This is an optimization exercise on Yosys and OpenROAD, whose aim is small area and a short achievable clock period, not a production implementation. Function was checked by simulation only, so behaviour that the tests miss may differ from the original. Power is estimated from default activity; no workload was simulated.

Setup of pepper:
Design ray_issue_arbiter, start of the top module:
module ray_issue_arbiter #(
  parameter int unsigned H_DISP      = 1280,
  parameter int unsigned V_DISP      = 720,
  parameter int unsigned W           = 16,
  parameter int unsigned CNT_W       = 5,
  parameter int unsigned ADDR_W      = 20,
  parameter int unsigned SCALE_SHIFT = 7,
  parameter int unsigned INFL_W      = 12
) (
  input  logic                clk,
  input  logic                rst,
  input  logic                frame_start,
  output logic                frame_busy,
  output logic                frame_done,
  input  logic [3*W-1:0]      cam_pos,
  input  logic [3*W-1:0]      vp_origin,
  input  logic [3*W-1:0]      vp_u,
  input  logic [3*W-1:0]      vp_v,
  input  logic                rec_valid,
  output logic                rec_ready,
  input  logic [3*W-1:0]      rec_pos,
  input  logic [3*W-1:0]      rec_slope,
  input  logic [CNT_W-1:0]    rec_cnt,
  input  logic [ADDR_W-1:0]   rec_addr,
  input  logic                retire,
  output logic                out_valid,
  input  logic                out_ready,
  output logic [3*W-1:0]      out_pos,
  output logic [3*W-1:0]      out_slope,
  output logic [CNT_W-1:0]    out_cnt,
  output logic [ADDR_W-1:0]   out_addr
);
For scale: ~2400 cells after synthesis, ~440 I/O pins.
export LEC_CHECK = 0
export CAP_MARGIN = 20
export CORE_MARGIN = 2
export CORE_UTILIZATION = 40
export CTS_BUF_LIST = sky130_fd_sc_hd__clkbuf_4
export SETUP_SLACK_MARGIN = 5
export SLEW_MARGIN = 20
export SYNTH_HIERARCHICAL = 1
export SYNTH_MINIMUM_KEEP_SIZE = 0
create_clock -name core_clock -period 10.0 [get_ports {clk}]
standard.sh (not shown) runs the stock make flow with config.mk's settings and CLKGATE_MAP_FILE= SYNTH_SCRIPT=/design/flow/synth_recipe.tcl, a recipe that flattens the netlist after the stock synthesis.
==> flow/flow/run.sh <==
#!/bin/bash
set -euo pipefail
bash standard.sh BUFFER_PORTS_ARGS="-buffer_cell sky130_fd_sc_hd__buf_1" SETUP_SLACK_MARGIN=5.5 CTS_ARGS="-sink_clustering_enable -repair_clock_nets -buf_list sky130_fd_sc_hd__clkbuf_4 -dont_use_dummy_load -sink_clustering_size 10 -sink_clustering_max_diameter 35" finish > flow_make.log 2>&1
pepper: flow completed, timing, DRC and antenna clean
Input changes introduced in zinc (baseline for comparison: pepper):
- CORE_UTILIZATION now 55, was 40
==> flow/flow/run.sh <==
#!/bin/bash
set -euo pipefail
bash standard.sh BUFFER_PORTS_ARGS="-buffer_cell sky130_fd_sc_hd__buf_1" SETUP_SLACK_MARGIN=5.6 CTS_ARGS="-sink_clustering_enable -repair_clock_nets -buf_list sky130_fd_sc_hd__clkbuf_4 -dont_use_dummy_load -sink_clustering_size 10 -sink_clustering_max_diameter 35" finish > flow_make.log 2>&1
[summary]
zinc: all stages complete, timing, DRC and antenna checks passed. Summary of zinc over pepper: HPWL reported at the end of detailed placement fell 4200 um, sequential share of power climbed 0.2 points, die area shrank by about 27%. zinc reports a higher maximum clock frequency than pepper does. zinc gives more hold slack than pepper did. zinc vs. pepper: largest net degree at the start of global routing +89, aggregate routed wire length now smaller, power dissipated in combinational cells roughly the same, clock period minus final worst setup slack shrank by 0.088 ns. The run showing the greater worst setup slack is zinc.
What willow does differently from zinc at the input level:
- CORE_UTILIZATION changed from 55 to 40
==> flow/flow/run.sh <==
#!/bin/bash
set -euo pipefail
bash standard.sh BUFFER_PORTS_ARGS="-buffer_cell sky130_fd_sc_hd__buf_1" SETUP_SLACK_MARGIN=5.7 CTS_ARGS="-sink_clustering_enable -repair_clock_nets -buf_list sky130_fd_sc_hd__clkbuf_4 -dont_use_dummy_load -sink_clustering_size 10 -sink_clustering_max_diameter 35" finish > flow_make.log 2>&1
==> comparison <==
Sort zinc and willow by share of the final layout cell area in multi-input gates, ascending, and willow comes first.
The share of cell area taken by flip-flops and latches in willow sits 0.87 points below the value recorded for zinc.
Against zinc, sum of met3 wire segment lengths after detailed routing in willow rose by more than 10%.
For sierra, these inputs were changed with respect to willow:
==> flow/flow/run.sh <==
#!/bin/bash
set -euo pipefail
bash standard.sh BUFFER_PORTS_ARGS="-buffer_cell sky130_fd_sc_hd__buf_1" SETUP_SLACK_MARGIN=5.6 CTS_ARGS="-sink_clustering_enable -repair_clock_nets -buf_list sky130_fd_sc_hd__clkbuf_4 -dont_use_dummy_load -sink_clustering_size 10 -sink_clustering_max_diameter 35" finish > flow_make.log 2>&1
## What came out
Count of clock buffers in the final design went down by a few percent going from willow to sierra.
Comparing sierra and willow, routed length on met1 is lower on sierra.
Power: sierra draws less than willow
Compared with willow, in sierra fraction of area in clock buffers and inverters comparable; wire length now smaller; slew of the pin with the lowest slew margin now smaller; sequential share of layout area now larger.
Final core utilization: lower on sierra
Worst hold margin delta (sierra -> willow): insignificant

* * *

== juniper ==
Another version of the RTL of ray_issue_arbiter (not shown whole).
Size: roughly 450 flip-flops, about 440 I/O pins.
Design ray_issue_arbiter, start of the top module:
module ray_issue_arbiter #(
  parameter int unsigned H_DISP      = 1280,
  parameter int unsigned V_DISP      = 720,
  parameter int unsigned W           = 16,
  parameter int unsigned CNT_W       = 5,
  parameter int unsigned ADDR_W      = 20,
  parameter int unsigned SCALE_SHIFT = 7,
  parameter int unsigned INFL_W      = 12
) (
  input  logic                clk,
  input  logic                rst,
  input  logic                frame_start,
  output logic                frame_busy,
  output logic                frame_done,
  input  logic [3*W-1:0]      cam_pos,
  input  logic [3*W-1:0]      vp_origin,
  input  logic [3*W-1:0]      vp_u,
  input  logic [3*W-1:0]      vp_v,
  input  logic                rec_valid,
  output logic                rec_ready,
  input  logic [3*W-1:0]      rec_pos,
  input  logic [3*W-1:0]      rec_slope,
  input  logic [CNT_W-1:0]    rec_cnt,
  input  logic [ADDR_W-1:0]   rec_addr,
  input  logic                retire,
  output logic                out_valid,
  input  logic                out_ready,
  output logic [3*W-1:0]      out_pos,
  output logic [3*W-1:0]      out_slope,
  output logic [CNT_W-1:0]    out_cnt,
  output logic [ADDR_W-1:0]   out_addr
);
Settings: LEC_CHECK=0, CAP_MARGIN=20, CORE_MARGIN=2, CORE_UTILIZATION=40, CTS_BUF_LIST=sky130_fd_sc_hd__clkbuf_4, SETUP_SLACK_MARGIN=5, SLEW_MARGIN=20; clock period 10.0 ns.
==> flow/flow/run.sh <==
#!/bin/bash
set -euo pipefail
bash standard.sh BUFFER_PORTS_ARGS="-buffer_cell sky130_fd_sc_hd__buf_1" SETUP_SLACK_MARGIN=5.6 CTS_ARGS="-sink_clustering_enable -repair_clock_nets -buf_list sky130_fd_sc_hd__clkbuf_8 -dont_use_dummy_load -sink_clustering_size 14 -sink_clustering_max_diameter 40" finish > flow_make.log 2>&1
juniper reached the final stage; the timing, DRC and antenna checks on its layout passed.
Input-level comparison between quartz and juniper:
Settings: a change of CORE_UTILIZATION from 40 to 70.
==> flow/flow/run.sh <==
#!/bin/bash
set -euo pipefail
bash standard.sh BUFFER_PORTS_ARGS="-buffer_cell sky130_fd_sc_hd__buf_1" SETUP_SLACK_MARGIN=5.6 CTS_ARGS="-sink_clustering_enable -repair_clock_nets -buf_list sky130_fd_sc_hd__clkbuf_4 -dont_use_dummy_load -sink_clustering_size 10 -sink_clustering_max_diameter 35" finish > flow_make.log 2>&1
Notes after the runs:
- Looking at core utilization across juniper and quartz, the one that comes out higher is quartz.
- In the final reports, the cell area of quartz is smaller than that of juniper.
- In the metrics for juniper and quartz, the one carrying the lower non-clock buffer count is quartz.
- When quartz is set beside juniper, its multi-input logic portion of the cell area turns out to be 1.6 points larger.
- met4 as the highest routed metal layer was reported by quartz, and met5 by juniper.
- quartz went all the way through synthesis, placement and routing and the layout is clean on timing, DRC and antenna.
Inputs modified between quartz and garnet:
Settings: changing CORE_UTILIZATION from 70 to 40.
==> flow/flow/run.sh <==
#!/bin/bash
set -euo pipefail
bash standard.sh BUFFER_PORTS_ARGS="-buffer_cell sky130_fd_sc_hd__buf_1" SETUP_SLACK_MARGIN=6.0 finish > flow_make.log 2>&1
Findings:
Each of the runs, namely quartz and garnet, reached the end of the flow and came out clean. Between quartz and garnet, the cell count went up. Against quartz as the reference, garnet delivers a higher growth of design area from synthesis to finish. Reported for quartz and garnet, flip-flop and latch area turned out identical to the last digit. In terms of fmax, garnet and quartz differ only marginally. Between quartz and garnet, the flow reports area enclosed by the die boundary increasing by more than half.
Input changes introduced in harbor (baseline for comparison: garnet):
Settings: CORE_UTILIZATION: 40 -> 55.
==> flow/flow/run.sh <==
#!/bin/bash
set -euo pipefail
bash standard.sh BUFFER_PORTS_ARGS="-buffer_cell sky130_fd_sc_hd__buf_1" SETUP_SLACK_MARGIN=5.6 CTS_ARGS="-sink_clustering_enable -repair_clock_nets -buf_list sky130_fd_sc_hd__clkbuf_4 -dont_use_dummy_load -sink_clustering_size 10 -sink_clustering_max_diameter 35" finish > flow_make.log 2>&1
Findings:
For the shortest period the worst path allows, harbor came in 0.067 ns lower than garnet did. Diff garnet -> harbor: final layout net count decreased about 1.1%; placed standard-cell area fell by 1.8%; combinational logic power has remained practically unchanged.
#### Input delta (nickel over harbor)
Settings: CORE_UTILIZATION changed from 55 to 40.
==> flow/flow/run.sh <==
#!/bin/bash
set -euo pipefail
bash standard.sh BUFFER_PORTS_ARGS="-buffer_cell sky130_fd_sc_hd__buf_1" SETUP_SLACK_MARGIN=6.5 finish > flow_make.log 2>&1
Results
- Delta(number of diodes, nickel - harbor) < 0
- The total vias in the final route number comes out higher for nickel vs harbor.
- Compared with harbor, nickel shows a net switching power that is 350 uW higher.
- Sort nickel and harbor by first-iteration DRC count, ascending, and harbor comes first.
- Changes observed in nickel relative to harbor: global-route usage went down; final design instance area without fill went up; cell count after synthesis has remained practically unchanged; number of clock buffers in the layout higher.

[port drivers added, routing unchanged]
No port has a modelled driver above. Below, the same layouts with a new extraction and two added sets of constraints. Step 1: set_driving_cell puts a clkbuf_16 on clk and a buf_2 on each other input, an assumption about the parent block. Step 2 also shifts input and output timing later by t, the mid clock arrival at the registers, as if the neighbouring blocks saw the same clock. Three values: ideal, step 1, step 2; two values: the first two.
| run | t (ns) | setup slack, ns | latest minus earliest clock arrival (ns) |
|---|---|---|---|
| pepper | 0.879 | 5.539 / 5.517 / 4.765 | 0.153 / 0.153 |
| zinc | 0.876 | 5.627 / 5.564 / 4.833 | 0.099 / 0.098 |
| willow | 0.887 | 5.660 / 5.613 / 4.861 | 0.115 / 0.115 |
| sierra | 0.883 | 5.616 / 5.593 / 4.932 | 0.133 / 0.133 |
| juniper | 0.718 | 5.562 / 5.519 / 5.017 | 0.141 / 0.141 |
| quartz | 0.892 | 5.547 / 5.505 / 4.892 | 0.115 / 0.115 |
| garnet | 1.014 | 5.543 / 5.498 / 5.098 | 0.064 / 0.063 |
| harbor | 0.879 | 5.610 / 5.577 / 4.869 | 0.121 / 0.121 |
| nickel | 0.981 | 5.556 / 5.514 / 5.299 | 0.088 / 0.088 |
After both steps setup and hold are still met in every run listed. For willow, which loses most, drivers alone change the setup slack by -0.047 ns; drivers and shift together by -0.799 ns.
